What follows belongs to an exercise in optimizing a design on an open flow for small area and a short achievable clock period; a production flow would make more cautious choices. At most, simulation tests tie the RTL to the original design; equivalence was not proved. For runs 2, 3 and 6, only the layout was checked, not whether the RTL still works. No activity file was given, so power comes from the tool's default toggle rates.

==> design.v <==
`timescale 1ns/100ps
package csr_pkg;
    typedef enum logic [1:0] {
        csr_op_rw = 2'b01,
        csr_op_rs = 2'b10,
        csr_op_rc = 2'b11
    } csr_op_e;
    typedef enum logic [1:0] {
        priv_user    = 2'b00,
        priv_machine = 2'b11
    } priv_e;
    typedef enum logic [4:0] {
        csr_sel_none,
        csr_sel_mstatus,
        csr_sel_misa,
        csr_sel_mtvec,
        csr_sel_mscratch,
        csr_sel_mepc,
        csr_sel_mcause,
        csr_sel_mhartid,
        csr_sel_mcycle,
        csr_sel_mcycleh,
        csr_sel_minstret,
        csr_sel_minstreth,
        csr_sel_cycle,
        csr_sel_cycleh,
        csr_sel_instret,
        csr_sel_instreth
    } csr_sel_e;
    typedef struct packed {
        logic [18:0] zero_hi;
        logic [1:0]  mpp;
        logic [2:0]  zero_mid;
        logic        mpie;
        logic [2:0]  zero_lo2;
        logic        mie;
        logic [2:0]  zero_lo;
    } mstatus_t;
endpackage
`timescale 1ns/100ps
module csr_g_nor2 (input logic a, b, output logic y);
    assign y = !(a || b);
endmodule
module csr_g_nor3 (input logic a, b, c, output logic y);
    assign y = !(a || b || c);
endmodule
module csr_g_nor3b (input logic a, b, cn, output logic y);
    assign y = !(a || b || !cn);
endmodule
module csr_g_nor4bb (input logic a, b, cn, dn, output logic y);
    assign y = !(a || b || !cn || !dn);
endmodule
module csr_g_and3b (input logic an, b, c, output logic y);
    assign y = !an && b && c;
endmodule
module csr_g_and3 (input logic a, b, c, output logic y);
    assign y = a && b && c;
endmodule
module csr_g_and4bb (input logic an, bn, c, d, output logic y);
    assign y = !an && !bn && c && d;
endmodule
module csr_g_nor2b (input logic a, bn, output logic y);
    assign y = !(a || !bn);
endmodule
module csr_g_nand3 (input logic a, b, c, output logic y);
    assign y = !(a && b && c);
endmodule
module csr_g_nand4 (input logic a, b, c, d, output logic y);
    assign y = !(a && b && c && d);
endmodule
module csr_illegal (
    input  logic [11:0] a,
    input  logic        new_request,
    input  logic        pm,
    output logic        illegal
);
    logic x, z543, z620, z_ab7, z21, m61, m620, h_f0, f_765, f_3142, h_b, h_c;
    csr_g_and3   g_x     (.a(pm), .b(a[9]), .c(a[8]), .y(x));           
    csr_g_nor3   g_z543  (.a(a[5]), .b(a[4]), .c(a[3]), .y(z543));
    csr_g_nor3   g_z620  (.a(a[6]), .b(a[2]), .c(a[0]), .y(z620));
    csr_g_nor3   g_zab7  (.a(a[11]), .b(a[10]), .c(a[7]), .y(z_ab7));
    csr_g_nor2   g_z21   (.a(a[2]), .b(a[1]), .y(z21));
    csr_g_nor3b  g_m61   (.a(a[6]), .b(a[1]), .cn(a[0]), .y(m61));      
    csr_g_nor3b  g_m620  (.a(a[2]), .b(a[0]), .cn(a[6]), .y(m620));     
    csr_g_and3b  g_hf0   (.an(a[0]), .b(a[11]), .c(a[10]), .y(h_f0));   
    csr_g_nor3   g_f765  (.a(a[7]), .b(a[6]), .c(a[5]), .y(f_765));
    csr_g_nor4bb g_f3142 (.a(a[3]), .b(a[1]), .cn(a[4]), .dn(a[2]), .y(f_3142));  
    csr_g_nor2b  g_hb    (.a(a[10]), .bn(a[11]), .y(h_b));              
    csr_g_and4bb g_hc    (.an(a[9]), .bn(a[8]), .c(a[11]), .d(a[10]), .y(h_c));  
    logic n1a, n1b, n1c, n2, n3, n4;
    csr_g_nand4 g_n1a (.a(x), .b(z_ab7), .c(z543), .d(z21),  .y(n1a));
    csr_g_nand4 g_n1b (.a(x), .b(z_ab7), .c(z543), .d(m61),  .y(n1b));
    csr_g_nand4 g_n1c (.a(x), .b(z_ab7), .c(z543), .d(m620), .y(n1c));
    csr_g_nand4 g_n2  (.a(x), .b(h_f0),  .c(f_765), .d(f_3142), .y(n2));
    csr_g_nand4 g_n3  (.a(x), .b(h_b),   .c(z543), .d(z620), .y(n3));
    csr_g_nand3 g_n4  (.a(h_c), .b(z543), .c(z620), .y(n4));
    logic u1, u2;
    csr_g_nand3 g_u1 (.a(n1a), .b(n1b), .c(n1c), .y(u1));
    csr_g_nand3 g_u2 (.a(n2),  .b(n3),  .c(n4),  .y(u2));
    csr_g_nor3b g_ill (.a(u1), .b(u2), .cn(new_request), .y(illegal));
endmodule
`timescale 1ns/100ps
module csr_ctr_prefix (
    input  logic [63:0] q,
    output logic [63:0] p
);
    always_comb begin
        p[0] = 1'b1;
        for (int i = 1; i < 64; i++)
            p[i] = p[i-1] & q[i-1];
    end
endmodule
`timescale 1ns/100ps
module csr_unit (
    input  logic                      clk,
    input  logic                      rst,
    input  logic                      new_request,
    input  logic [12-1:0]    csr_addr,
    input  logic [1:0]                csr_op,
    input  logic [32-1:0]      rs1,
    input  logic                      read_regs,
    input  logic                      commit,
    input  logic                      exception_valid,
    input  logic [4-1:0]   exception_code,
    input  logic [32-1:0]      exception_pc,
    input  logic                      mret,
    input  logic                      instruction_complete,
    output logic                      csr_exception,
    output logic [32-1:0]      wb_csr,
    output logic [32-1:0]      trap_pc,
    output logic [32-1:0]      csr_mepc,
    output logic [1:0]                current_privilege
);
    logic        pm;
    logic        mie, mpie;
    logic [1:0]  mpp;
    logic [31:2] mtvec;
    logic [31:2] mepc;
    logic [31:0] mcause;
    logic [31:0] mscratch;
    logic [63:0] mcycle;
    logic [63:0] minstret;
    logic        instret_inc;
    logic [11:0] a;
    assign a = csr_addr;
    logic is_m3, is_ctr, is_ctr_m;
    logic h_mstatus, h_misa, h_mtvec, h_mscratch, h_mepc, h_mcause, h_mhartid;
    logic h_cyc_lo, h_cyc_hi, h_ins_lo, h_ins_hi;
    assign is_m3      = a[11:8] == 4'h3;
    assign h_mstatus  = is_m3 && a[7:0] == 8'h00;
    assign h_misa     = is_m3 && a[7:0] == 8'h01;
    assign h_mtvec    = is_m3 && a[7:0] == 8'h05;
    assign h_mscratch = is_m3 && a[7:0] == 8'h40;
    assign h_mepc     = is_m3 && a[7:0] == 8'h41;
    assign h_mcause   = is_m3 && a[7:0] == 8'h42;
    assign h_mhartid  = a == 12'hF14;
    assign is_ctr     = (a[11:8] == 4'hB || a[11:8] == 4'hC) && a[6:2] == 5'd0 && !a[0];
    assign is_ctr_m   = is_ctr && !a[10];
    assign h_cyc_lo   = is_ctr && !a[7] && !a[1];
    assign h_cyc_hi   = is_ctr &&  a[7] && !a[1];
    assign h_ins_lo   = is_ctr && !a[7] &&  a[1];
    assign h_ins_hi   = is_ctr &&  a[7] &&  a[1];
    csr_illegal illegal_i (
        .a           (a),
        .new_request (new_request),
        .pm          (pm),
        .illegal     (csr_exception)
    );
    logic [31:0] wd, wdr;
    always_comb begin
        case (csr_op)
            2'b10:   wd = wb_csr | rs1;
            2'b11:   wd = wb_csr & ~rs1;
            default: wd = rs1;
        endcase
    end
    assign wdr = wd & {32{!rst}};
    logic wm;
    logic we_mstatus, we_mtvec, we_mscratch, we_mepc, we_mcause;
    logic we_cyc_lo, we_cyc_hi, we_ins_lo, we_ins_hi;
    assign wm          = commit && pm;
    assign we_mstatus  = wm && h_mstatus;
    assign we_mtvec    = wm && h_mtvec;
    assign we_mscratch = wm && h_mscratch;
    assign we_mepc     = wm && h_mepc;
    assign we_mcause   = wm && h_mcause;
    assign we_cyc_lo   = wm && is_ctr_m && !a[7] && !a[1];
    assign we_cyc_hi   = wm && is_ctr_m &&  a[7] && !a[1];
    assign we_ins_lo   = wm && is_ctr_m && !a[7] &&  a[1];
    assign we_ins_hi   = wm && is_ctr_m &&  a[7] &&  a[1];
    always_ff @(posedge clk) begin
        if (rst) begin
            pm   <= 1'b1;
            mie  <= 1'b0;
            mpie <= 1'b0;
            mpp  <= 2'b11;
        end else if (exception_valid) begin
            pm   <= 1'b1;
            mpie <= mie;
            mie  <= 1'b0;
            mpp  <= {pm, pm};
        end else if (mret) begin
            pm   <= mpp == 2'b11;
            mie  <= mpie;
            mpie <= 1'b1;
            mpp  <= 2'b00;
        end else if (we_mstatus) begin
            mie  <= wd[3];
            mpie <= wd[7];
            mpp  <= wd[12:11];
        end
    end
    always_ff @(posedge clk) begin
        if (rst || we_mtvec)
            mtvec <= wdr[31:2];
        if (rst || we_mscratch)
            mscratch <= wdr;
        if (rst || exception_valid || we_mepc)
            mepc <= (exception_valid ? exception_pc[31:2] : wd[31:2]) & {30{!rst}};
        if (rst || exception_valid || we_mcause)
            mcause <= (exception_valid ? {28'd0, exception_code} : wd) & {32{!rst}};
    end
    logic [63:0] cyc_p, ins_p, cyc_nx, ins_nx;
    logic        cyc_en, ins_en;
    csr_ctr_prefix cyc_prefix_i (.q(mcycle),   .p(cyc_p));
    csr_ctr_prefix ins_prefix_i (.q(minstret), .p(ins_p));
    assign cyc_en = !(we_cyc_lo || we_cyc_hi);
    assign ins_en = instret_inc && !(we_ins_lo || we_ins_hi);
    assign cyc_nx = mcycle ^ (cyc_p & {64{cyc_en}});
    assign ins_nx = minstret ^ (ins_p & {64{ins_en}});
    always_ff @(posedge clk) begin
        instret_inc <= instruction_complete && !rst;
        mcycle[31:0]    <= (rst || we_cyc_lo) ? wdr : cyc_nx[31:0];
        mcycle[63:32]   <= (rst || we_cyc_hi) ? wdr : cyc_nx[63:32];
        minstret[31:0]  <= (rst || we_ins_lo) ? wdr : ins_nx[31:0];
        minstret[63:32] <= (rst || we_ins_hi) ? wdr : ins_nx[63:32];
    end
    logic        rd;
    logic [31:0] rdata;
    assign rd = read_regs && !rst;
    always_comb begin
        rdata = '0;
        if (rd && h_mstatus)  rdata = rdata | {19'd0, mpp, 3'd0, mpie, 3'd0, mie, 3'd0};
        if (rd && h_misa)     rdata = rdata | 32'h4000_0100;
        if (rd && h_mtvec)    rdata = rdata | {mtvec, 2'b00};
        if (rd && h_mscratch) rdata = rdata | mscratch;
        if (rd && h_mepc)     rdata = rdata | {mepc, 2'b00};
        if (rd && h_mcause)   rdata = rdata | mcause;
        if (rd && h_cyc_lo)   rdata = rdata | mcycle[31:0];
        if (rd && h_cyc_hi)   rdata = rdata | mcycle[63:32];
        if (rd && h_ins_lo)   rdata = rdata | minstret[31:0];
        if (rd && h_ins_hi)   rdata = rdata | minstret[63:32];
    end
    always_ff @(posedge clk)
        wb_csr <= rdata;
    assign trap_pc           = {mtvec, 2'b00};
    assign csr_mepc          = {mepc, 2'b00};
    assign current_privilege = {pm, pm};
endmodule
==> run.sh <==
#!/bin/bash
# synth_recipe.tcl (not shown) runs the flow's synth.tcl, then flattens the netlist and writes it again
# the make line also repeats each setting of config.mk as NAME=value (left out here)
make -C /OpenROAD-flow-scripts/flow DESIGN_CONFIG=/design/flow/config.mk WORK_HOME=/design/flow/orfs CLKGATE_MAP_FILE= SYNTH_SCRIPT=/design/flow/synth_recipe.tcl finish
==> config.mk <==
export PLATFORM = sky130hd
export DESIGN_NAME = csr_unit
export DESIGN_NICKNAME = csr_unit
export VERILOG_FILES = /design/flow/design.v
export SDC_FILE = /design/flow/constraint.sdc
export NUM_CORES = 4
export LEC_CHECK = 0
export CAP_MARGIN = 20
export CORE_MARGIN = 2
export CORE_UTILIZATION = 40
export SETUP_SLACK_MARGIN = 1.9
export SLEW_MARGIN = 20
export SYNTH_HIERARCHICAL = 1
==> constraint.sdc <==
create_clock -name core_clock -period 4.2 [get_ports {clk}]
set_input_delay 0.8400 -clock core_clock [delete_from_list [all_inputs] [get_ports {clk}]]
set_output_delay 0.8400 -clock core_clock [all_outputs]
set_load 0.01 [all_outputs]
==> results of run 1 <==
## area by class of cell
type	instances	area, sq um	area share [%]
Multi-Input combinational cell	1143	7830	40.4
Tap cell	511	639	3.30
Antenna cell	1	2.50	0.0129
Inverter	64	244	1.26
Timing Repair Buffer	266	2540	13.1
Sequential cell	290	7110	36.7
Clock buffer	38	832	4.29
Clock inverter	18	181	0.936
## sequential cells by signal (all words and copies together), names as in the netlist
| name | cells |
|---|---|
| minstret | 64 |
| mscratch | 32 |
| mpie | 1 |
| mepc | 30 |
| instret_inc | 1 |
| pm | 1 |
| mpp | 2 |
| mcause | 32 |
| mie | 1 |
| wb_csr | 32 |
| mcycle | 64 |
| mtvec | 30 |
## Yosys cell counts (all sizes together), types with 29 or more instances
master,instances,area share (%)
xor2,128,7.3
a22oi,29,1.4
nor3,37,1.5
nand3,34,1.1
dfxtp,166,22
inv,64,1.6
clkbuf,77,1.9
edfxtp,124,24
o211ai,66,3.2
o21ai,119,3.9
buf,59,2.7
nor2,85,2.1
nand4,33,1.5
o22ai,158,6.4
nand2,161,4.0
mux2i,68,4.4
## through the flow
step	hold slack, ns	total power [mW]	setup WS, ns	utilization [%]	cell area [sq um]
after floorplan	0.428	3.45	1.33	-	15400
after global placement	0.434	3.77	0.604	46.5	17500
after detailed placement	0.436	3.78	0.595	46.5	17500
after CTS	0.452	6.49	1.70	49.9	18800
after global routing	0.462	6.66	1.61	51.3	19400
final	0.447	6.47	1.70	51.3	19400
## power groups by stage
stage	Combinational, mW	Clock, mW	Sequential, mW
floorplan	0.259	0	3.19
global placement	0.593	0	3.18
detailed placement	0.597	0	3.18
CTS	0.590	2.79	3.12
global route	0.645	2.89	3.12
finish	0.603	2.75	3.11
## final timing paths
kind	startpoint	to	slack, ns	cells past startpoint
max	csr_addr[4]	csr_exception	1.70	6
min	mcause[31]	wb_csr[31]	0.45	1
max reg2reg	mcycle[41]	mcycle[62]	1.84	8
min reg2reg	mcause[31]	wb_csr[31]	0.45	1
## per-module statistics from Yosys (local to each module, per instance), a selection
module / area (sq um) / cells
csr_g_nand4: 6.26 / 1
csr_g_nor2b: 13.8 / 1
csr_g_nor3: 10.0 / 1
csr_g_nor3b: 12.5 / 1
csr_g_and3: 6.26 / 1
csr_ctr_prefix: 703 / 130
csr_g_and3b: 8.76 / 1
csr_g_nand3: 5.00 / 1
csr_g_nor4bb: 12.5 / 1
csr_g_and4bb: 12.5 / 1
csr_unit: 13800 / 1347
csr_g_nor2: 3.75 / 1
## metal layers
| metal | routed length, microns | part of all wire (%) |
|---|---|---|
| met1 | 23200 | 45 |
| met2 | 23700 | 45 |
| met3 | 4440 | 8.5 |
| met4 | 787 | 1.5 |
| met5 | 0 | 0 |
## logic make-up (layout without fill, tap and decap cells)
family	count (synthesis)	after routing	synth area share, %
AO/OA/AOI/OAI	466	466	19.8
XOR/XNOR	128	128	7.29
buffers and inverters	200	386	6.15
flip-flops	290	290	45.9
multiplexers	68	68	4.43
other	3	7	0.0733
AND/OR/NAND/NOR	473	475	16.3
## repair_timing
item | 4_1_cts | 5_1_grt
pin swaps | 21 | 32
endpoints found under the setup margin | 452 | 173
setup buffers | 17 | 22
cloned | 1 | 1
resized for setup | 200 | 104
==> impl_metrics.toml, run 1 <==
[run_status]
status = "complete, no violations"

[power_and_ir_drop]
p_switching_mw = 1.54
netSwitchingFraction_pct = 23.7
cellLeakagePower_nw = 7.76
ir_drop_v = 0.000231
intPower_mw = 4.93
pwr-share-clk_pct = 42.6
seqPwrFrac_pct = 48.1
p_per_area_mw_per_mm2 = 334
comb_power_share_pct = 9.3

[sta]
setup_violations = 0
timing.fmax_mhz = 401
rsz0062_at_grt = "true"
fin_crit_ns = 2.50
hold_viol_final = 0
drv_slew = 0
max_slew_margin_pct = 51.2
tightest_slew_ns = 0.732
post-route-period-util_pct = 59.4
tns_ns = 0
fin_skew_ns = 0.00813

[global_route]
first_global_vias = 13000
grt_use_met2_pct = 39.8
overflow = 0
track_usage_pct = 25.1
use_met3_pct = 3.76
grt_first_pass_wirelength_microns = 77800
grtUsageMet1_pct = 36.3
antenna_found_initial = 1
top_usage_layer = "met2"
grt_max_degree = 65

[synthesis]
ys_types = 61
ys.flop_type = "dfxtp_1"
netlist_area_sq_mm = 0.0154
postSynthAreaPerCell_sq_um = 9.44
synthCells = 1628
ys_ff_latch = 290
ys_seq_area_share_pct = 45.9
synth_edf_count = 124
synthArstFlopShare_pct = 0
ys_warn_count = 8

[clocking]
cts_buffer_depth = 3
cts_tree = "yes"
hold_buffers = 0
clock_sinks = 290
clkTransAtPathRegs_ns = 0.06
h-tree-depth = 1
clockRootBuffer = "clkbuf_16"
clock_latency_ns = 0.55
cts_made_buffers = 31

[cells_and_area]
nets = 1886
syn_to_final_growth_pct = 26.1
n_fill_cell = 3420
fin_cells = 2331
final_layout_size_suffix_gt1_share_pct = 15.0
final_cell_mix = "o22ai_1 (153), nand2_1 (153), dfxtp_1 (137)"

[critical_path]
cp.required_ns = 3.36
worst_setup_path_end_kind = "output pin"
critPathMaxFanout = 5
start_kind = "input pin"
crit_buf_inv = 2
critPathKind = "in2out"
cpLargestDelayFamily = "simple AND/OR/NAND/NOR gates"
crit_chain = "buf_12 > nor3_4 > nand4_1 > nand3_2 > nor3b_2 > buf_2"
slowest_delay_ns = 0.28
critical_path_arrival_ns = 1.66
critPathSlowestCell = "nor3_4"

[drt]
route.antenna.remaining_nets = 0
wl_per_cell_microns = 22.3
drtPass1Iterations = 6
drt_iter0_markers = 1343
drc = 0
num_vias = 13700
post_drt_via_cell_ratio = 5.90
routed_wl_microns = 52100

[floorplan]
rows = 71
dieArea_sq_mm = 0.0400
io_pins = 189
die_y_microns = 200
core_area_sq_mm = 0.0378
start_util_pct = 40.7
fp.dieW_microns = 200

[placed_design]
gp_congestion = 0.859
placedCellCount = 2233
port_buffers = 182
detailed_place_hpwl_microns = 34900

[worst_hold_path]
hp-class = "reg2reg"

[flow_run]
max_cap_viol_count = 0
==> run 2: changes to the inputs <==
--- a/design.v
+++ b/design.v
@@ -75,7 +75,9 @@
     output logic        illegal
 );
-    logic x, z543, z620, z_ab7, z21, m61, m620, h_f0, f_765, f_3142, h_b, h_c;
+    logic x, xb, z543, z543b, z620, z_ab7, z21, m61, m620, h_f0, f_765, f_3142, h_b, h_c;
     csr_g_and3   g_x     (.a(pm), .b(a[9]), .c(a[8]), .y(x));           
+    csr_g_and3   g_xb    (.a(pm), .b(a[9]), .c(a[8]), .y(xb));
     csr_g_nor3   g_z543  (.a(a[5]), .b(a[4]), .c(a[3]), .y(z543));
+    csr_g_nor3   g_z543b (.a(a[5]), .b(a[4]), .c(a[3]), .y(z543b));
     csr_g_nor3   g_z620  (.a(a[6]), .b(a[2]), .c(a[0]), .y(z620));
     csr_g_nor3   g_zab7  (.a(a[11]), .b(a[10]), .c(a[7]), .y(z_ab7));
@@ -92,11 +94,26 @@
     csr_g_nand4 g_n1b (.a(x), .b(z_ab7), .c(z543), .d(m61),  .y(n1b));
     csr_g_nand4 g_n1c (.a(x), .b(z_ab7), .c(z543), .d(m620), .y(n1c));
-    csr_g_nand4 g_n2  (.a(x), .b(h_f0),  .c(f_765), .d(f_3142), .y(n2));
-    csr_g_nand4 g_n3  (.a(x), .b(h_b),   .c(z543), .d(z620), .y(n3));
-    csr_g_nand3 g_n4  (.a(h_c), .b(z543), .c(z620), .y(n4));
+    csr_g_nand4 g_n2  (.a(xb), .b(h_f0),  .c(f_765), .d(f_3142), .y(n2));
+    csr_g_nand4 g_n3  (.a(xb), .b(h_b),   .c(z543b), .d(z620), .y(n3));
+    csr_g_nand3 g_n4  (.a(h_c), .b(z543b), .c(z620), .y(n4));
     logic u1, u2;
     csr_g_nand3 g_u1 (.a(n1a), .b(n1b), .c(n1c), .y(u1));
     csr_g_nand3 g_u2 (.a(n2),  .b(n3),  .c(n4),  .y(u2));
     csr_g_nor3b g_ill (.a(u1), .b(u2), .cn(new_request), .y(illegal));
+endmodule
+module csr_g_a222oi (input logic a1, a2, b1, b2, c1, c2, output logic y);
+    assign y = !((a1 && a2) || (b1 && b2) || (c1 && c2));
+endmodule
+module csr_g_a22oi (input logic a1, a2, b1, b2, output logic y);
+    assign y = !((a1 && a2) || (b1 && b2));
+endmodule
+module csr_g_nand2 (input logic a, b, output logic y);
+    assign y = !(a && b);
+endmodule
+module csr_g_and2 (input logic a, b, output logic y);
+    assign y = a && b;
+endmodule
+module csr_g_and4 (input logic a, b, c, d, output logic y);
+    assign y = a && b && c && d;
 endmodule
 `timescale 1ns/100ps
@@ -109,4 +126,39 @@
         for (int i = 1; i < 64; i++)
             p[i] = p[i-1] & q[i-1];
+    end
+endmodule
+`timescale 1ns/100ps
+module csr_read_mux (
+    input  logic        s_st, s_isa, s_tv, s_sc, s_ep, s_ca,
+    input  logic        s_cl, s_ch, s_il, s_ih,
+    input  logic [31:0] mstatus_v,
+    input  logic [31:0] mtvec_v, mscratch_v, mepc_v, mcause_v,
+    input  logic [63:0] cyc, ins,
+    output logic [31:0] rdata
+);
+    localparam logic [31:0] MSTATUS_BITS = 32'h0000_1888;
+    localparam logic [31:0] MISA_BITS    = 32'h4000_0100;
+    logic n_isa;
+    assign n_isa = !s_isa;
+    for (genvar i = 0; i < 32; i++) begin : g_bit
+        logic t1, t2, t3, t4;
+        if (i >= 2) begin : g_full
+            csr_g_a222oi g_t1 (.a1(s_sc), .a2(mscratch_v[i]), .b1(s_ep), .b2(mepc_v[i]),
+                               .c1(s_ca), .c2(mcause_v[i]), .y(t1));
+            csr_g_a22oi  g_t3 (.a1(s_ih), .a2(ins[32+i]), .b1(s_tv), .b2(mtvec_v[i]), .y(t3));
+        end else begin : g_low
+            csr_g_a22oi  g_t1 (.a1(s_sc), .a2(mscratch_v[i]), .b1(s_ca), .b2(mcause_v[i]), .y(t1));
+            csr_g_nand2  g_t3 (.a(s_ih), .b(ins[32+i]), .y(t3));
+        end
+        csr_g_a222oi g_t2 (.a1(s_cl), .a2(cyc[i]), .b1(s_ch), .b2(cyc[32+i]),
+                           .c1(s_il), .c2(ins[i]), .y(t2));
+        if (MSTATUS_BITS[i]) begin : g_st
+            csr_g_nand2 g_t4 (.a(s_st), .b(mstatus_v[i]), .y(t4));
+            csr_g_nand4 g_y  (.a(t1), .b(t2), .c(t3), .d(t4), .y(rdata[i]));
+        end else if (MISA_BITS[i]) begin : g_isa
+            csr_g_nand4 g_y  (.a(t1), .b(t2), .c(t3), .d(n_isa), .y(rdata[i]));
+        end else begin : g_plain
+            csr_g_nand3 g_y  (.a(t1), .b(t2), .c(t3), .y(rdata[i]));
+        end
     end
 endmodule
@@ -239,17 +291,24 @@
     logic [31:0] rdata;
     assign rd = read_regs && !rst;
-    always_comb begin
-        rdata = '0;
-        if (rd && h_mstatus)  rdata = rdata | {19'd0, mpp, 3'd0, mpie, 3'd0, mie, 3'd0};
-        if (rd && h_misa)     rdata = rdata | 32'h4000_0100;
-        if (rd && h_mtvec)    rdata = rdata | {mtvec, 2'b00};
-        if (rd && h_mscratch) rdata = rdata | mscratch;
-        if (rd && h_mepc)     rdata = rdata | {mepc, 2'b00};
-        if (rd && h_mcause)   rdata = rdata | mcause;
-        if (rd && h_cyc_lo)   rdata = rdata | mcycle[31:0];
-        if (rd && h_cyc_hi)   rdata = rdata | mcycle[63:32];
-        if (rd && h_ins_lo)   rdata = rdata | minstret[31:0];
-        if (rd && h_ins_hi)   rdata = rdata | minstret[63:32];
-    end
+    csr_read_mux read_i (
+        .s_st       (rd && h_mstatus),
+        .s_isa      (rd && h_misa),
+        .s_tv       (rd && h_mtvec),
+        .s_sc       (rd && h_mscratch),
+        .s_ep       (rd && h_mepc),
+        .s_ca       (rd && h_mcause),
+        .s_cl       (rd && h_cyc_lo),
+        .s_ch       (rd && h_cyc_hi),
+        .s_il       (rd && h_ins_lo),
+        .s_ih       (rd && h_ins_hi),
+        .mstatus_v  ({19'd0, mpp, 3'd0, mpie, 3'd0, mie, 3'd0}),
+        .mtvec_v    ({mtvec, 2'b00}),
+        .mscratch_v (mscratch),
+        .mepc_v     ({mepc, 2'b00}),
+        .mcause_v   (mcause),
+        .cyc        (mcycle),
+        .ins        (minstret),
+        .rdata      (rdata)
+    );
     always_ff @(posedge clk)
         wb_csr <= rdata;
==> flow/run.sh (new file) <==
#!/bin/bash
# Standard layout, with the port buffers inserted as buf_1 (the resizer sizes them up where timing needs it)
set -euo pipefail
export BUFFER_PORTS_ARGS="-buffer_cell sky130_fd_sc_hd__buf_1"
bash standard.sh finish > standard.log 2>&1
==> standard.sh (new file) <==
#!/bin/bash
# synth_recipe.tcl (not shown) runs the flow's synth.tcl, then flattens the netlist and writes it again
# the make line also repeats each setting of config.mk as NAME=value (left out here)
make -C /OpenROAD-flow-scripts/flow DESIGN_CONFIG=/design/flow/config.mk WORK_HOME=/design/flow/orfs CLKGATE_MAP_FILE= SYNTH_SCRIPT=/design/flow/synth_recipe.tcl "${@:-finish}"
--- a/config.mk
+++ b/config.mk
@@ -9,5 +9,5 @@
 export CORE_MARGIN = 2
 export CORE_UTILIZATION = 40
-export SETUP_SLACK_MARGIN = 1.9
+export SETUP_SLACK_MARGIN = 1.8
 export SLEW_MARGIN = 20
 export SYNTH_HIERARCHICAL = 1
removed: run.sh
==> impl_metrics.toml, run 2 <==
[placed_design]
gp_congestion = 0.877
detailed_place_hpwl_microns = 32100
port_buffers = 182
placedCellCount = 2215

[cells_and_area]
post-route-util_pct = 49.1
n_antenna_cell = 0
final_layout_size_suffix_gt1_share_pct = 17.6
top_regs = "mcycle x64, minstret x64"
final_cell_mix = "buf_1 (166), dfxtp_1 (133), nand2_1 (131)"
syn_to_final_growth_pct = 21.6
nets = 1880
n_fill_cell = 3544
fin_cells = 2326
final_common_cell = "buf_1"

[sta]
setup_violations = 0
post-route-period-util_pct = 59.9
max_slew_margin_pct = 41.3
tightest_slew_ns = 0.878
fin_crit_ns = 2.52
hold_viol_final = 0
drv_slew = 0
fin_skew_ns = 0.0191
tns_ns = 0
rsz0062_at_grt = "true"
timing.fmax_mhz = 397

[synthesis]
synth_edf_count = 124
yosysMostFrequentCell = "dfxtp_1"
synthArstFlopShare_pct = 0
ys_ff_latch = 290
synth_top_cell_by_area = "edfxtp_1"
synth.top_cell.area_share_pct = 24.7
synthCells = 1589
synthTopCellsByCount = "dfxtp_1 (166), nand2_1 (133), edfxtp_1 (124), nand3_1 (123), nor3_1 (92)"
ys.flop_type = "dfxtp_1"
postSynthAreaPerCell_sq_um = 9.50
ys_seq_area_share_pct = 46.7
ys_types = 62
ys_warn_count = 8
netlist_area_sq_mm = 0.0151
yosys-top-cells-area = "edfxtp_1 (25%), dfxtp_1 (22%), a222oi_1 (4.1%), nand3_1 (4.1%), xnor2_1 (3.7%)"

[drt]
routed_wl_microns = 50800
wl_per_cell_microns = 21.8
post_drt_via_cell_ratio = 5.83
drtPass1Iterations = 6
drc = 0
num_vias = 13600
route.antenna.remaining_nets = 0
drt_iter0_markers = 1385

[run_status]
status = "complete, no violations"

[critical_path]
crit_buf_inv = 1
worst_setup_path_end_kind = "output pin"
cp.required_ns = 3.36
critPathSlowestCell = "dfxtp_2"
start_kind = "register"
critPathKind = "reg2out"
critPathMaxFanout = 12
cpLargestDelayFamily = "simple AND/OR/NAND/NOR gates"
critical_path_arrival_ns = 1.68
slowest_delay_ns = 0.47
crit_chain = "and3_4 > nand4_1 > nand3_1 > nor3b_2 > buf_2"

[global_route]
overflow = 0
first_global_vias = 13100
track_usage_pct = 25.3
grt_first_pass_wirelength_microns = 76900
antenna_found_initial = 1
grt_max_degree = 66

[flow_run]
max_cap_viol_count = 0

[clocking]
clock_sinks = 290
cts_buffer_depth = 3
clock_latency_ns = 0.51
cts_made_buffers = 34
clkTransAtPathRegs_ns = 0.06
cts_tree = "yes"
h-tree-depth = 2
hold_buffers = 0
clockRootBuffer = "clkbuf_16"

[power_and_ir_drop]
pwr-share-clk_pct = 44.4
cellLeakagePower_nw = 6.40
ir_drop_v = 0.000249
comb_power_share_pct = 7.1
seqPwrFrac_pct = 48.5
netSwitchingFraction_pct = 23.9
p_switching_mw = 1.54
intPower_mw = 4.90
p_per_area_mw_per_mm2 = 351

[worst_hold_path]
hp-class = "reg2reg"

[floorplan]
fp.dieW_microns = 198
rows = 71
start_util_pct = 40.4
core_area_sq_mm = 0.0374
io_pins = 189
die_y_microns = 198
dieArea_sq_mm = 0.0393
-- run 2: what timing repair did --
item                                    CTS  global route
endpoints found under the setup margin  223           111
resized for setup                        82            73
gates cloned                              3             1
setup buffers                            23            23
pin swaps                                27            29
-- run 2: cell type report --
cell class,count,area (sq um),share of cell area [%]
flip-flops and latches,290,7120,38.8
clock inverters,14,129,0.702
inverters,61,229,1.25
repair buffers,267,1620,8.82
well taps,511,639,3.48
clock buffers,47,941,5.12
multi-input cells,1136,7680,41.8
-- run 2: tightest hold or removal path, stage by stage (launching register included) --
cell and delay, ns:
dfxtp_1 0.32, nand2_1 0.07, a21oi_2 0.04
-- run 2: final timing paths --
check	startpoint	to	slack, ns	depth (start not counted)
worst max-delay path	pm	csr_exception	1.68	5
worst min-delay path	mpie	mpie	0.48	2
worst max register to register	minstret[43]	minstret[63]	1.85	7
worst min register to register	mpie	mpie	0.48	2
-- run 2: cells by family (layout without fill, tap and decap cells) --
group           count (synthesis)  after routing  synth area share, %
simple gates                  622            624                 21.9
buf+inv                       170            389                 6.15
mux                             3              3                0.199
compound gates                373            375                 17.6
other cells                     3              6               0.0746
xor+xnor                      128            128                 7.42
flops                         290            290                 46.7
-- run 2: power by group through the flow --
stage / sequential [mW] / combinational, mW / clock [mW]
4_1_cts: 3.13 / 0.444 / 2.92
3_5_place_dp: 3.19 / 0.413 / 0
3_3_place_gp: 3.19 / 0.405 / 0
2_1_floorplan: 3.20 / 0.216 / 0
5_1_grt: 3.14 / 0.503 / 3.03
6_report: 3.12 / 0.461 / 2.86
-- run 2: per-stage QoR --
stage	hold WS, ns	instance area [sq um]	total power [mW]	setup WS (ns)
after global routing	0.500	18400	6.67	1.61
after floorplan	0.451	15300	3.41	1.33
after CTS	0.487	17800	6.50	1.70
after detailed placement	0.478	16300	3.61	0.607
after global placement	0.465	16300	3.60	0.624
final	0.480	18400	6.45	1.68
-- run 2: per-module statistics from Yosys, one instance, submodules excluded, a selection --
module	cells inside	cell area, sq um
csr_g_a22oi	1	12.5
csr_g_and3	1	6.26
csr_g_and3b	1	8.76
csr_g_nor2	1	3.75
csr_g_nor4bb	1	12.5
csr_read_mux	1	3.75
csr_unit	1173	12300
-- run 2: routing by layer --
metal | wire, microns | GRT usage [%]
met4 | 1340 | 8.13
met3 | 3280 | 3.10
met1 | 22600 | 35.0
met2 | 23600 | 41.0
met5 | 0 | 0
==> run 3: changes to the inputs <==
--- a/config.mk
+++ b/config.mk
@@ -9,5 +9,5 @@
 export CORE_MARGIN = 2
 export CORE_UTILIZATION = 40
-export SETUP_SLACK_MARGIN = 1.8
+export SETUP_SLACK_MARGIN = 1.95
 export SLEW_MARGIN = 20
 export SYNTH_HIERARCHICAL = 1
==> impl_metrics.toml, run 3 <==
[clocking]
clkTransAtPathRegs_ns = 0.06
clock_latency_ns = 0.53
hold_buffers = 0
clockRootBuffer = "clkbuf_16"
h-tree-depth = 2
clock_sinks = 290
cts_made_buffers = 34
cts_buffer_depth = 3
cts_tree = "yes"

[run_status]
status = "complete, no violations"

[cells_and_area]
nets = 1946
final_common_cell = "buf_1"
final_cell_mix = "buf_1 (166), nand2_1 (131), edfxtp_1 (124)"
syn_to_final_growth_pct = 33.0
top_regs = "mcycle x64, minstret x64"
final_layout_size_suffix_gt1_share_pct = 25.7

[sta]
timing.fmax_mhz = 398
setup_violations = 0
max_slew_margin_pct = 30.7
post-route-period-util_pct = 59.7
fin_skew_ns = 0.0135
rsz0062_at_grt = "true"
tns_ns = 0
fin_crit_ns = 2.51
tightest_slew_ns = 1.04
drv_slew = 0
hold_viol_final = 0

[power_and_ir_drop]
pwr-share-clk_pct = 46.6
finalPower_mw = 6.76
p_per_area_mw_per_mm2 = 337
comb_power_share_pct = 7.2
intPower_mw = 5.14
seqPwrFrac_pct = 46.2
ir_drop_v = 0.000282
cellLeakagePower_nw = 7.32
netSwitchingFraction_pct = 24.0
p_switching_mw = 1.62

[critical_path]
crit_chain = "buf_4 > nor3_4 > nand4_1 > nand3_2 > nor3b_2 > buf_2"
critPathKind = "in2out"
slowest_delay_ns = 0.20
critPathSlowestCell = "nor3_4"
cp.required_ns = 3.36
critPathMaxFanout = 6
start_kind = "input pin"
worst_setup_path_end_kind = "output pin"
critical_path_arrival_ns = 1.67

[synthesis]
ys_types = 62
ys_seq_area_share_pct = 46.7
synth-adder-area-share_pct = 0
synth_top_cell_by_area = "edfxtp_1"
netlist_area_sq_mm = 0.0151
ys_warn_count = 8
synth_xor_area_share_pct = 7.42
ys_ff_latch = 290
synth.top_cell.area_share_pct = 24.7
synth_edf_count = 124
postSynthAreaPerCell_sq_um = 9.50
synth_compound_area_share_pct = 17.6
synthArstFlopShare_pct = 0
synth-simple-area-share_pct = 21.9
synthTopCellsByCount = "dfxtp_1 (166), nand2_1 (133), edfxtp_1 (124), nand3_1 (123), nor3_1 (92)"
synth_top_family_by_area = "simple AND/OR/NAND/NOR gates"
yosysMostFrequentCell = "dfxtp_1"
synthCells = 1589
ys.flop_type = "dfxtp_1"
synthMuxAreaShare_pct = 0.199
yosys-top-cells-area = "edfxtp_1 (25%), dfxtp_1 (22%), a222oi_1 (4.1%), nand3_1 (4.1%), xnor2_1 (3.7%)"

[floorplan]
core_area_sq_mm = 0.0374
die_y_microns = 198
start_util_pct = 40.4
io_pins = 189
dieArea_sq_mm = 0.0393
rows = 71
fp.dieW_microns = 198

[placed_design]
detailed_place_hpwl_microns = 32300
gp_congestion = 0.845
port_buffers = 182

[worst_hold_path]
hp-class = "reg2reg"

[drt]
drc = 0
wl_per_cell_microns = 23.9
drt_iter0_markers = 1572
post_drt_via_cell_ratio = 6.05
drtPass1Iterations = 7
route.antenna.remaining_nets = 0
num_vias = 14500
routed_wl_microns = 57100

[global_route]
antenna_found_initial = 1
overflow = 0
first_global_vias = 13400
track_usage_pct = 26.6
grt_first_pass_wirelength_microns = 80400
grt_max_degree = 68

[flow_run]
max_cap_viol_count = 0
run 3: cell counts after synthesis:
No cell type changed its count.
run 3: per-stage QoR:
| step | instances | area [sq um] | setup slack, ns | hold slack, ns | util, % |
|---|---|---|---|---|---|
| 6_report | 2393 | 20100 | 1.69 | 0.493 | 53.7 |
| 5_1_grt | 2392 | 20100 | 1.66 | 0.501 | 53.7 |
| 4_1_cts | 2342 | 18800 | 1.72 | 0.498 | 50.4 |
| 3_5_place_dp | 2209 | 16400 | 0.879 | 0.474 | 43.8 |
| 3_3_place_gp | 2209 | 16400 | 0.927 | 0.475 | 43.8 |
| 2_1_floorplan | 1592 | 15400 | 1.33 | 0.451 | - |
run 3: routing by layer:
layer | share of wire [%] | wire length, microns | global-route usage (%)
met5 | 0 | 0 | 0
met1 | 41 | 23400 | 36.2
met2 | 46 | 26200 | 43.5
met4 | 3.9 | 2210 | 7.18
met3 | 9.3 | 5290 | 4.70
run 3: timing repair:
action / in CTS / in global routing
setup buffers: 62 / 40
hold endpoints to repair: 0 / 0
pin swaps: 68 / 119
endpoints found under the setup margin: 286 / 149
resized for setup: 141 / 169
cloned: 10 / 10
run 3: final timing paths:
| check | startpoint | endpoint | slack [ns] | depth (start not counted) |
|---|---|---|---|---|
| setup / recovery | csr_addr[5] | csr_exception | 1.69 | 6 |
| hold / removal | mpie | mpie | 0.49 | 2 |
| setup reg to reg | minstret[42] | minstret[62] | 1.87 | 8 |
| hold reg to reg | mpie | mpie | 0.49 | 2 |
run 3: cell families (layout without fill, tap and decap cells):
kind of cell / Yosys count / count (layout)
buffers and inverters: 170 / 450
muxes: 3 / 3
DFF: 290 / 290
and+or+nand+nor: 622 / 628
other: 3 / 7
AOI/OAI and AO/OA: 373 / 376
xor gates and xnor gates: 128 / 128
run 3: Yosys stat by module (local to each module, per instance), a selection:
module	cell area [sq um]	cells	copies in the design	flip-flops and latches
csr_read_mux	3.75	1	1	0
csr_g_a222oi	10.0	1	62	0
csr_g_nor4bb	12.5	1	1	0
csr_g_nor3b	12.5	1	3	0
csr_g_and4bb	12.5	1	1	0
csr_g_nor3	10.0	1	5	0
csr_unit	12300	1173	1	290
csr_g_nor2b	13.8	1	1	0
csr_g_a22oi	12.5	1	32	0
csr_g_nand4	6.26	1	11	0
csr_g_and3b	8.76	1	1	0
csr_ctr_prefix	703	130	2	0
run 3: power groups by stage:
stage               clock network [mW]  logic, mW  registers (mW)
floorplan                            0      0.218            3.20
global placement                     0      0.409            3.19
detailed placement                   0      0.417            3.20
CTS                               3.18      0.469            3.13
global route                      3.29      0.525            3.13
finish                            3.15      0.486            3.12
run 3: layout make-up:
class | instances | area, sq um
clock buffer | 41 | 908
antenna | 1 | 2.50
inverter | 61 | 229
clock inverter | 20 | 270
multi-input combinational | 1141 | 8290
fill | 3253 | 17300
tap | 511 | 639
timing repair buffer | 328 | 2540
sequential | 290 | 7200
run 3: worst max-delay path: cells and delay by family:
| family | cells | cell delay, ns |
|---|---|---|
| buffers and inverters | 2 | 0.30 |
| AND/OR/NAND/NOR | 4 | 0.53 |
==> run 4: changes to the inputs <==
--- a/design.v
+++ b/design.v
@@ -117,4 +117,7 @@
     assign y = a && b && c && d;
 endmodule
+module csr_g_a21o (input logic a1, a2, b1, output logic y);
+    assign y = (a1 && a2) || b1;
+endmodule
 `timescale 1ns/100ps
 module csr_ctr_prefix (
@@ -185,4 +188,5 @@
 );
     logic        pm;
+    logic        pm_dec;
     logic        mie, mpie;
     logic [1:0]  mpp;
@@ -216,5 +220,5 @@
         .a           (a),
         .new_request (new_request),
-        .pm          (pm),
+        .pm          (pm_dec),
         .illegal     (csr_exception)
     );
@@ -263,4 +267,12 @@
         end
     end
+    logic pm_dec_nx;
+    csr_g_a21o g_pm_dec_nx (.a1(mpp[1]), .a2(mpp[0]), .b1(exception_valid), .y(pm_dec_nx));
+    always_ff @(posedge clk) begin
+        if (rst)
+            pm_dec <= 1'b1;
+        else if (exception_valid || mret)
+            pm_dec <= pm_dec_nx;
+    end
     always_ff @(posedge clk) begin
         if (rst || we_mtvec)
--- a/config.mk
+++ b/config.mk
@@ -9,5 +9,5 @@
 export CORE_MARGIN = 2
 export CORE_UTILIZATION = 40
-export SETUP_SLACK_MARGIN = 1.95
+export SETUP_SLACK_MARGIN = 1.85
 export SLEW_MARGIN = 20
 export SYNTH_HIERARCHICAL = 1
==> impl_metrics.toml, run 4 <==
[critical_path]
rrSetupSlack_ns = 1.80
slowest_delay_ns = 0.26
timing.rr.start = "mcycle[28]"
crit_chain = "buf_2 > and4bb_2 > nand4_1 > nand3_1 > nor3b_2 > buf_2"
critPathSlowestCell = "and4bb_2"
critical_path_arrival_ns = 1.72
cpLargestDelayFamily = "simple AND/OR/NAND/NOR gates"
crit_start = "csr_addr[4]"
critPathMaxFanout = 6
cp.required_ns = 3.36
critPathKind = "in2out"
worst_setup_path_end_kind = "output pin"
crit_buf_inv = 2
start_kind = "input pin"
crit_top_cell = "buf_2"

[sta]
post-route-period-util_pct = 60.9
tightest_slew_ns = 0.975
fin_crit_ns = 2.56
setup_violations = 0
tns_ns = 0
hold_viol_final = 0
drv_slew = 0
max_slew_margin_pct = 34.8
timing.fmax_mhz = 391
whs_ns = 0.485
rsz0062_at_grt = "true"
fin_skew_ns = 0.0294

[clocking]
h-tree-depth = 2
clock_sinks = 291
clkTransAtPathRegs_ns = 0.06
cts_buffer_depth = 3
clockRootBuffer = "clkbuf_16"
cts_tree = "yes"
hold_buffers = 0
cts_made_buffers = 34
clock_latency_ns = 0.54

[cells_and_area]
final_cell_mix = "buf_1 (168), dfxtp_1 (136), nand2_1 (130)"
syn_to_final_growth_pct = 20.7
final_common_cell = "buf_1"
n_antenna_cell = 0
post-route-util_pct = 48.8
top_regs = "mcycle x64, minstret x64"
multi_input_area_sq_mm = 0.00770
final_layout_size_suffix_gt1_share_pct = 17.0
nets = 1865
seq_area_sq_mm = 0.00713
n_fill_cell = 3604

[placed_design]
gp_congestion = 0.860
port_buffers = 182
detailed_place_hpwl_microns = 31600

[global_route]
overflow = 0
antenna_found_initial = 0
first_global_vias = 12700
track_usage_pct = 24.4
grt_max_degree = 129
grt_first_pass_wirelength_microns = 74700

[synthesis]
synthArstFlopShare_pct = 0
yosysMostFrequentCell = "dfxtp_1"
synth.top_cell.area_share_pct = 24.6
synth_edf_count = 124
ys_seq_area_share_pct = 46.7
netlist_area_sq_mm = 0.0151
yosys-top-cells-area = "edfxtp_1 (25%), dfxtp_1 (22%), a222oi_1 (4.1%), nand3_1 (4.1%), xnor2_1 (3.7%)"
ys_ff_latch = 291
postSynthAreaPerCell_sq_um = 9.51
ys.flop_type = "dfxtp_1"
synthTopCellsByCount = "dfxtp_1 (167), nand2_1 (133), edfxtp_1 (124), nand3_1 (123), nor3_1 (92)"
ys_warn_count = 8
synthCells = 1593
synth_top_cell_by_area = "edfxtp_1"
ys_types = 62

[floorplan]
io_pins = 189
start_util_pct = 40.4
die_y_microns = 199
fp.dieW_microns = 199
dieArea_sq_mm = 0.0394
core_area_sq_mm = 0.0375
rows = 71

[worst_hold_path]
hp-start = "mpie"
hp-class = "reg2reg"

[drt]
routed_wl_microns = 51100
num_vias = 13600
route.antenna.remaining_nets = 0
post_drt_via_cell_ratio = 5.90
drt_iter0_markers = 1440
drc = 0
drtPass1Iterations = 6
wl_per_cell_microns = 22.1

[power_and_ir_drop]
p_per_area_mw_per_mm2 = 357
cellLeakagePower_nw = 6.40
finalPower_mw = 6.53
ir_drop_v = 0.000280

[run_status]
status = "complete, no violations"

[flow_run]
max_cap_viol_count = 0
run 4: changes by cell type after synthesis, moves of 2 or more:
cell / before / now
buf_2: 15 / 17
buf_1: 0 / 3
buf_4: 13 / 11
clkbuf_1: 48 / 45
o21ai_0: 60 / 77
and2_1: 14 / 16
o21ai_1: 60 / 43
run 4: cell families (layout without fill, tap and decap cells):
family	Yosys count	count (layout)	share of synthesized area, %
simple gates	623	625	21.9
compound gates	375	375	17.6
flops	291	291	46.7
buf+inv	170	373	6.14
xor+xnor	128	128	7.40
other cells	3	6	0.0743
mux	3	3	0.198
run 4: per-module statistics from Yosys (local to each module, per instance), a selection:
module | area, sq um | flops+latches | copies in the design
csr_unit | 12300 | 291 | 1
csr_g_nor3b | 12.5 | 0 | 3
csr_g_a222oi | 10.0 | 0 | 62
csr_g_and3b | 8.76 | 0 | 1
csr_g_nand4 | 6.26 | 0 | 11
csr_g_nand3 | 5.00 | 0 | 29
csr_g_nand2 | 3.75 | 0 | 6
run 4: final timing paths:
| kind | depth (start not counted) | to |
|---|---|---|
| setup / recovery | 6 | csr_exception |
| hold / removal | 2 | mpie |
| hold reg to reg | 2 | mpie |
| setup reg to reg | 9 | mcycle[63] |
run 4: per-stage QoR:
stage / area, sq um / setup slack, ns / instances
after global placement: 16400 / 0.885 / 2214
after floorplan: 15400 / 1.33 / 1596
final: 18300 / 1.64 / 2312
after CTS: 17700 / 1.63 / 2291
after detailed placement: 16400 / 0.870 / 2214
after global routing: 18300 / 1.58 / 2312
run 4: routing by layer:
layer  share of wire (%)  global-route usage [%]
met3                 7.5                    4.65
met5                   0                       0
met1                  45                    34.2
met4                 2.1                    6.74
met2                  45                    38.6
run 4: final cells by class:
class / count / share of cell area, %
Multi-Input combinational cell: 1137 / 42.1
Tap cell: 511 / 3.50
Clock inverter: 20 / 1.02
Sequential cell: 291 / 39.0
Timing Repair Buffer: 250 / 8.04
Inverter: 61 / 1.25
Clock buffer: 42 / 5.09
run 4: power breakdown:
group | internal [mW] | leakage (nW) | switching (mW)
registers | 3.07 | 2.62 | 0.0692
clock network | 1.72 | 0.546 | 1.23
logic | 0.135 | 3.23 | 0.305
run 4: worst register-to-register path, stage by stage (launching register included):
cell     delay [ns]
dfxtp_2        0.40
nand4_1        0.20
nor4_2         0.43
nand4_2        0.15
buf_6          0.23
nor4_4         0.38
xnor2_1        0.16
nor3_1         0.06
a31oi_1        0.15
o21ai_0        0.10
run 4: repair_timing:
item,in CTS,in global routing
pin swaps,18,22
cloned,1,5
setup endpoints to repair,238,173
buffers inserted,14,16
resized for setup,43,66
==> run 5: changes to the inputs <==
--- a/config.mk
+++ b/config.mk
@@ -9,5 +9,5 @@
 export CORE_MARGIN = 2
 export CORE_UTILIZATION = 40
-export SETUP_SLACK_MARGIN = 1.85
+export SETUP_SLACK_MARGIN = 1.75
 export SLEW_MARGIN = 20
 export SYNTH_HIERARCHICAL = 1
==> impl_metrics.toml, run 5 <==
[run_status]
status = "complete, no violations"

[synthesis]
ys_types = 62
ys_warn_count = 8
synthArstFlopShare_pct = 0
synthCells = 1593
synth_edf_count = 124
synthTopCellsByCount = "dfxtp_1 (167), nand2_1 (133), edfxtp_1 (124), nand3_1 (123), nor3_1 (92)"
synth_top_cell_by_area = "edfxtp_1"
ys_ff_latch = 291
yosys-top-cells-area = "edfxtp_1 (25%), dfxtp_1 (22%), a222oi_1 (4.1%), nand3_1 (4.1%), xnor2_1 (3.7%)"
yosysMostFrequentCell = "dfxtp_1"
postSynthAreaPerCell_sq_um = 9.51
ys_seq_area_share_pct = 46.7
ys.flop_type = "dfxtp_1"
synth.top_cell.area_share_pct = 24.6
netlist_area_sq_mm = 0.0151

[global_route]
overflow = 0
antenna_found_initial = 0
first_global_vias = 12600
grt_max_degree = 67
track_usage_pct = 24.4
grt_first_pass_wirelength_microns = 75200

[sta]
fin_skew_ns = 0.0259
hold_viol_final = 0
timing.fmax_mhz = 402
setup_violations = 0
max_slew_margin_pct = 36.8
tightest_slew_ns = 0.946
tns_ns = 0
post-route-period-util_pct = 59.2
whs_ns = 0.476
setup_ws_ns = 1.71
rsz0062_at_grt = "true"
fin_crit_ns = 2.49
drv_slew = 0

[drt]
routed_wl_microns = 50200
drt_iter0_markers = 1411
wl_per_cell_microns = 21.8
post_drt_via_cell_ratio = 5.87
drtPass1Iterations = 7
drc = 0
route.antenna.remaining_nets = 0
num_vias = 13500

[cells_and_area]
syn_to_final_growth_pct = 19.2
n_fill_cell = 3577
final_layout_size_suffix_gt1_share_pct = 16.3
post-route-util_pct = 48.2
nets = 1860
final_cell_mix = "buf_1 (166), dfxtp_1 (136), nand2_1 (131)"
top_regs = "mcycle x64, minstret x64"
n_antenna_cell = 0
final_area_sq_mm = 0.0181
final_common_cell = "buf_1"
fin_cells = 2306

[power_and_ir_drop]
seqPwrFrac_pct = 49.5
comb_power_share_pct = 7.0
cellLeakagePower_nw = 6.24
intPower_mw = 4.81
finalPower_mw = 6.33
p_switching_mw = 1.52
netSwitchingFraction_pct = 24.0
p_per_area_mw_per_mm2 = 351
pwr-share-clk_pct = 43.5
ir_drop_v = 0.000362

[floorplan]
start_util_pct = 40.4
fp.dieW_microns = 199
die_y_microns = 199
dieArea_sq_mm = 0.0394
core_area_sq_mm = 0.0375
io_pins = 189
rows = 71

[placed_design]
gp_congestion = 0.859
port_buffers = 182
pre_cts_ws_ns = 0.781
dpl-instance-area_sq_mm = 0.0163
placedCellCount = 2217
detailed_place_hpwl_microns = 32200

[clocking]
cts_made_buffers = 31
clock_sinks = 291
clock_latency_ns = 0.58
clkTransAtPathRegs_ns = 0.07
h-tree-depth = 1
cts_buffer_depth = 3
hold_buffers = 0
cts_tree = "yes"
clockRootBuffer = "clkbuf_16"

[critical_path]
rrSetupSlack_ns = 1.81
start_kind = "input pin"
worst_setup_path_end_kind = "output pin"
critPathMaxFanout = 8
critical_path_arrival_ns = 1.65
cp.required_ns = 3.36
critPathKind = "in2out"

[flow_run]
max_cap_viol_count = 0

[worst_hold_path]
hp-class = "reg2reg"
-- run 5: cell counts after synthesis --
Identical to the previous run, type by type.
-- run 5: final cells by class --
| type | instances | area [sq um] | share of cell area (%) |
|---|---|---|---|
| well taps | 511 | 639 | 3.54 |
| clock inverters | 12 | 146 | 0.811 |
| multi-input cells | 1138 | 7650 | 42.4 |
| repair buffers | 247 | 1380 | 7.64 |
| clock buffers | 46 | 866 | 4.80 |
| flip-flops and latches | 291 | 7140 | 39.6 |
| inverters | 61 | 229 | 1.27 |
-- run 5: power by group through the flow --
stage          sequential, mW  clock [mW]  combinational (mW)
3_3_place_gp             3.20           0               0.409
4_1_cts                  3.14        2.79               0.438
2_1_floorplan            3.21           0               0.217
6_report                 3.13        2.75               0.445
5_1_grt                  3.14        2.89               0.485
3_5_place_dp             3.20           0               0.416
-- run 5: timing repair --
item                                    CTS  global route
endpoints found under the setup margin  175            91
pin swaps                                16            21
resized for setup                        73            71
cloned                                    1             2
setup buffers                             6            22
-- run 5: logic make-up (layout without fill, tap and decap cells) --
logic type	Yosys count	after routing	share of synthesized area (%)
xor+xnor	128	128	7.40
mux	3	3	0.198
other cells	3	6	0.0743
buf+inv	170	366	6.14
simple gates	623	625	21.9
flops	291	291	46.7
compound gates	375	376	17.6
-- run 5: routing by layer --
layer,GRT usage [%],wire length (microns)
met5,0,0
met4,4.98,787
met3,3.83,3450
met2,39.2,23400
met1,34.9,22500
-- run 5: worst paths after layout --
kind | from | cells after the start | end
setup / recovery | csr_addr[2] | 7 | csr_exception
hold / removal | mpie | 2 | mpie
setup reg to reg | minstret[42] | 7 | minstret[63]
hold reg to reg | mpie | 2 | mpie
-- run 5: per-module statistics from Yosys (local to each module, per instance), excerpt --
| module | area (sq um) | cells | flops+latches | times used |
|---|---|---|---|---|
| csr_ctr_prefix | 703 | 130 | 0 | 2 |
| csr_g_and3b | 8.76 | 1 | 0 | 1 |
| csr_g_nand2 | 3.75 | 1 | 0 | 6 |
| csr_g_nand4 | 6.26 | 1 | 0 | 11 |
| csr_g_nor2b | 13.8 | 1 | 0 | 1 |
| csr_g_nor4bb | 12.5 | 1 | 0 | 1 |
| csr_read_mux | 3.75 | 1 | 0 | 1 |
-- run 5: critical path, stage by stage --
cell and delay [ns]:
buf_12 0.12, buf_4 0.13, nor3b_2 0.15, nand4_1 0.12
nand3_1 0.11, nor3b_2 0.05, buf_2 0.14
==> run 6: changes to the inputs <==
--- a/design.v
+++ b/design.v
@@ -121,12 +121,38 @@
 endmodule
 `timescale 1ns/100ps
-module csr_ctr_prefix (
+module csr_g_ha (input logic a, b, output logic s, c);
+    assign s = a ^ b;
+    assign c = a & b;
+endmodule
+module csr_g_xor2 (input logic a, b, output logic y);
+    assign y = a ^ b;
+endmodule
+module csr_ctr_blk_carry (
     input  logic [63:0] q,
-    output logic [63:0] p
+    output logic [15:0] g
 );
+    logic [15:0] all4;
     always_comb begin
-        p[0] = 1'b1;
-        for (int i = 1; i < 64; i++)
-            p[i] = p[i-1] & q[i-1];
+        for (int b = 0; b < 16; b++)
+            all4[b] = &q[4*b +: 4];
+        g[0] = 1'b1;
+        for (int b = 1; b < 16; b++)
+            g[b] = g[b-1] & all4[b-1];
+    end
+endmodule
+module csr_ctr_inc (
+    input  logic [63:0] q,
+    input  logic        en,
+    output logic [63:0] nx
+);
+    logic [15:0] g;
+    csr_ctr_blk_carry carry_i (.q(q), .g(g));
+    for (genvar b = 0; b < 16; b++) begin : g_blk
+        logic c0, c1, c2, c3;
+        csr_g_and2 g_cin (.a(g[b]), .b(en), .y(c0));
+        csr_g_ha   g_h0  (.a(q[4*b]),   .b(c0), .s(nx[4*b]),   .c(c1));
+        csr_g_ha   g_h1  (.a(q[4*b+1]), .b(c1), .s(nx[4*b+1]), .c(c2));
+        csr_g_ha   g_h2  (.a(q[4*b+2]), .b(c2), .s(nx[4*b+2]), .c(c3));
+        csr_g_xor2 g_h3  (.a(q[4*b+3]), .b(c3), .y(nx[4*b+3]));
     end
 endmodule
@@ -285,12 +311,10 @@
             mcause <= (exception_valid ? {28'd0, exception_code} : wd) & {32{!rst}};
     end
-    logic [63:0] cyc_p, ins_p, cyc_nx, ins_nx;
+    logic [63:0] cyc_nx, ins_nx;
     logic        cyc_en, ins_en;
-    csr_ctr_prefix cyc_prefix_i (.q(mcycle),   .p(cyc_p));
-    csr_ctr_prefix ins_prefix_i (.q(minstret), .p(ins_p));
     assign cyc_en = !(we_cyc_lo || we_cyc_hi);
     assign ins_en = instret_inc && !(we_ins_lo || we_ins_hi);
-    assign cyc_nx = mcycle ^ (cyc_p & {64{cyc_en}});
-    assign ins_nx = minstret ^ (ins_p & {64{ins_en}});
+    csr_ctr_inc cyc_inc_i (.q(mcycle),   .en(cyc_en), .nx(cyc_nx));
+    csr_ctr_inc ins_inc_i (.q(minstret), .en(ins_en), .nx(ins_nx));
     always_ff @(posedge clk) begin
         instret_inc <= instruction_complete && !rst;
==> impl_metrics.toml, run 6 <==
[sta]
tightest_slew_ns = 0.920
drv_slew = 0
post-route-period-util_pct = 65.3
setup_violations = 0
max_slew_margin_pct = 38.6
hold_viol_final = 0
fin_crit_ns = 2.74
fin_skew_ns = 0.0175
rsz0062_at_grt = "true"
timing.fmax_mhz = 365
tns_ns = 0

[synthesis]
ys_ff_latch = 291
postSynthAreaPerCell_sq_um = 10.4
synthCells = 1418
synthTopCellsByCount = "o21ai_0 (200), dfxtp_1 (167), edfxtp_1 (124), nor2b_1 (103), ha_1 (96)"
yosys-top-cells-area = "edfxtp_1 (25%), dfxtp_1 (23%), ha_1 (8.1%), o21ai_0 (6.8%), nor2b_1 (4.4%)"
netlist_area_sq_mm = 0.0148
synth_top_cell_by_area = "edfxtp_1"
synth_edf_count = 124
yosysMostFrequentCell = "o21ai_0"
ys_types = 54
synth.top_cell.area_share_pct = 25.2
ys.flop_type = "dfxtp_1"
ys_seq_area_share_pct = 47.8
ys_warn_count = 8
synthArstFlopShare_pct = 0

[critical_path]
reg2regPathDepth = 11
cp.required_ns = 4.58
start_kind = "input pin"
worst_setup_path_end_kind = "register"
critPathKind = "in2reg"
rrSetupSlack_ns = 1.49
critPathMaxFanout = 8
crit_start = "csr_addr[4]"
timing.rr.start = "minstret[0]"
critical_path_arrival_ns = 3.12
worstReg2RegEnd = "minstret[59]"

[floorplan]
io_pins = 189
fp.dieW_microns = 196
start_util_pct = 40.5
die_y_microns = 196
dieArea_sq_mm = 0.0385
rows = 70
core_area_sq_mm = 0.0365

[clocking]
clock_latency_ns = 0.52
cts_buffer_depth = 3
clockRootBuffer = "clkbuf_16"
clkTransAtPathRegs_ns = 0.06
clock_sinks = 291
cts_made_buffers = 34
h-tree-depth = 2
cts_tree = "yes"

[drt]
num_vias = 12500
wl_per_cell_microns = 23.5
route.antenna.remaining_nets = 0
drt_iter0_markers = 1078
routed_wl_microns = 50500
drtPass1Iterations = 8
drc = 0
post_drt_via_cell_ratio = 5.84

[global_route]
grt_max_degree = 154
first_global_vias = 12500
overflow = 0
grt_first_pass_wirelength_microns = 75400
track_usage_pct = 25.8
antenna_found_initial = 1

[placed_design]
dpl-instance-area_sq_mm = 0.0170
port_buffers = 182
detailed_place_hpwl_microns = 31000
gp_congestion = 0.827

[cells_and_area]
nets = 1842
top_regs = "mcycle x64, minstret x64"
final_layout_size_suffix_gt1_share_pct = 25.5
n_antenna_cell = 0
final_area_sq_mm = 0.0195
final_common_cell = "buf_1"
syn_to_final_growth_pct = 32.2
final_cell_mix = "buf_1 (166), o21ai_1 (136), dfxtp_1 (130)"

[run_status]
status = "complete, no violations"

[power_and_ir_drop]
ir_drop_v = 0.000182
p_per_area_mw_per_mm2 = 342
cellLeakagePower_nw = 7.52

[worst_hold_path]
hp-start = "mcause[0]"
hold_end = "wb_csr[0]"
hp-class = "reg2reg"
whs_path_depth = 2

[flow_run]
max_cap_viol_count = 0
==> run 6: cell types whose count changed after synthesis, moves of 83 or more <==
| cell | change |
|---|---|
| nor2b_1 | +99 |
| o21ai_0 | +123 |
| nand3_1 | -85 |
| ha_1 | +96 |
| nor3_1 | -83 |
==> run 6: worst max-delay path, stage by stage <==
cell     delay, ns
buf_12        0.11
nor4b_4       0.35
nand4_4       0.19
or2_4         0.30
and3_4        0.25
and2_4        0.19
ha_4          0.16
ha_4          0.16
ha_4          0.15
xor2_1        0.13
nor2b_1       0.13
o21ai_1       0.10
o21ai_1       0.07
==> run 6: cells by family (layout without fill, tap and decap cells) <==
| kind of cell | after synthesis | after routing | share of synthesized area [%] |
|---|---|---|---|
| DFF | 291 | 291 | 47.8 |
| other | 3 | 6 | 0.0762 |
| muxes | 37 | 37 | 2.51 |
| buffers and inverters | 122 | 374 | 3.87 |
| adders and majority gates | 96 | 96 | 8.13 |
| and+or+nand+nor | 467 | 475 | 18.8 |
| AOI/OAI and AO/OA | 370 | 370 | 17.0 |
| xor gates and xnor gates | 32 | 32 | 1.90 |
==> run 6: power by group <==
group	total [mW]	internal, mW	switching, mW
Sequential	3.13	3.06	0.0634
Combinational	0.429	0.134	0.295
Clock	3.12	1.92	1.20
Total	6.68	5.12	1.56
==> run 6: cell type report <==
type	instances	area (sq um)
flip-flops and latches	291	7150
clock buffers	40	947
fillers	3231	17000
repair buffers	274	1640
well taps	468	586
clock inverters	21	229
multi-input cells	1016	8850
inverters	39	146
==> run 6: worst max-delay path by stage <==
stage                               to  slack (ns)  cells past startpoint
after floorplan           minstret[35]        1.21                     13
after global placement      wb_csr[11]        0.56                      6
after detailed placement    wb_csr[21]        0.48                      7
after CTS                 minstret[35]        1.41                     13
after global routing      minstret[35]        1.35                     13
final                     minstret[59]        1.46                     13
==> run 6: metrics by stage <==
stage	util [%]	hold WS [ns]	power, mW	setup slack, ns	std cells
3_5_place_dp	46.6	0.473	3.60	0.481	2018
4_1_cts	52.5	0.495	6.73	1.41	2123
2_1_floorplan	-	0.442	3.40	1.21	1421
5_1_grt	53.5	0.519	6.87	1.35	2149
3_3_place_gp	46.6	0.472	3.59	0.562	2018
6_report	53.5	0.497	6.68	1.46	2149
==> run 6: repair_timing <==
item	CTS	global route
setup endpoints to repair	179	143
hold buffers	0	0
cloned	9	0
pin swaps	52	41
gates resized for setup	144	60
setup buffers	35	26
==> run 6: per-module statistics from Yosys (local to each module, per instance), a selection <==
module        flip-flops and latches  area [sq um]  times used
csr_g_and4bb                       0          12.5           1
csr_g_nand2                        0          3.75           6
csr_read_mux                       0          3.75           1
csr_g_nand4                        0          6.26          11
csr_g_nand3                        0          5.00          29
csr_g_nor2b                        0          13.8           1
csr_g_a222oi                       0          10.0          62
==> run 6: metal layers <==
metal,global-route usage [%],up-vias,wire [microns],part of all wire [%]
met2,42.2,476,23400,46
met4,6.37,0,996,2.0
met1,35.8,6225,22600,45
li1,-,5771,-,-
met5,0,-,0,0
met3,3.97,69,3440,6.8

static timing again, ports no longer ideal:
The results above use ideal ports. As a check the final layouts listed here were re-extracted and re-timed, cells and wires unchanged. Step 1 (the two cells are an assumption about what drives the block):
set clk [get_ports {clk}]
set_driving_cell -lib_cell sky130_fd_sc_hd__clkbuf_16 $clk
set_driving_cell -lib_cell sky130_fd_sc_hd__buf_2 [delete_from_list [all_inputs] $clk]
Step 2 also shifts input and output timing later by t, the mid clock arrival at the registers, as if the neighbouring blocks saw the same clock. Three values: ideal ports, drivers, drivers and shift; two values: the first two.
run | t (ns) | setup WS [ns] | worst setup path at the end | clock arrival spread, ns | worst data-port slew with drivers (ns)
run 1 | 0.599 | 1.705 / 1.653 / 1.319 | input to register | 0.012 / 0.012 | 0.07
run 2 | 0.553 | 1.683 / 1.632 / 1.259 | input to register | 0.020 / 0.020 | 0.07
run 3 | 0.574 | 1.691 / 1.646 / 1.229 | input to register | 0.015 / 0.014 | 0.08
run 4 | 0.573 | 1.643 / 1.610 / 1.295 | input to register | 0.030 / 0.030 | 0.04
run 5 | 0.619 | 1.714 / 1.659 / 1.266 | input to register | 0.026 / 0.027 | 0.08
run 6 | 0.567 | 1.457 / 1.459 / 0.893 | input to register | 0.018 / 0.017 | 0.07
After both steps every run listed still meets setup and hold. For run 6, which loses most, drivers alone change the setup slack by +0.002 ns; drivers and shift together by -0.564 ns.
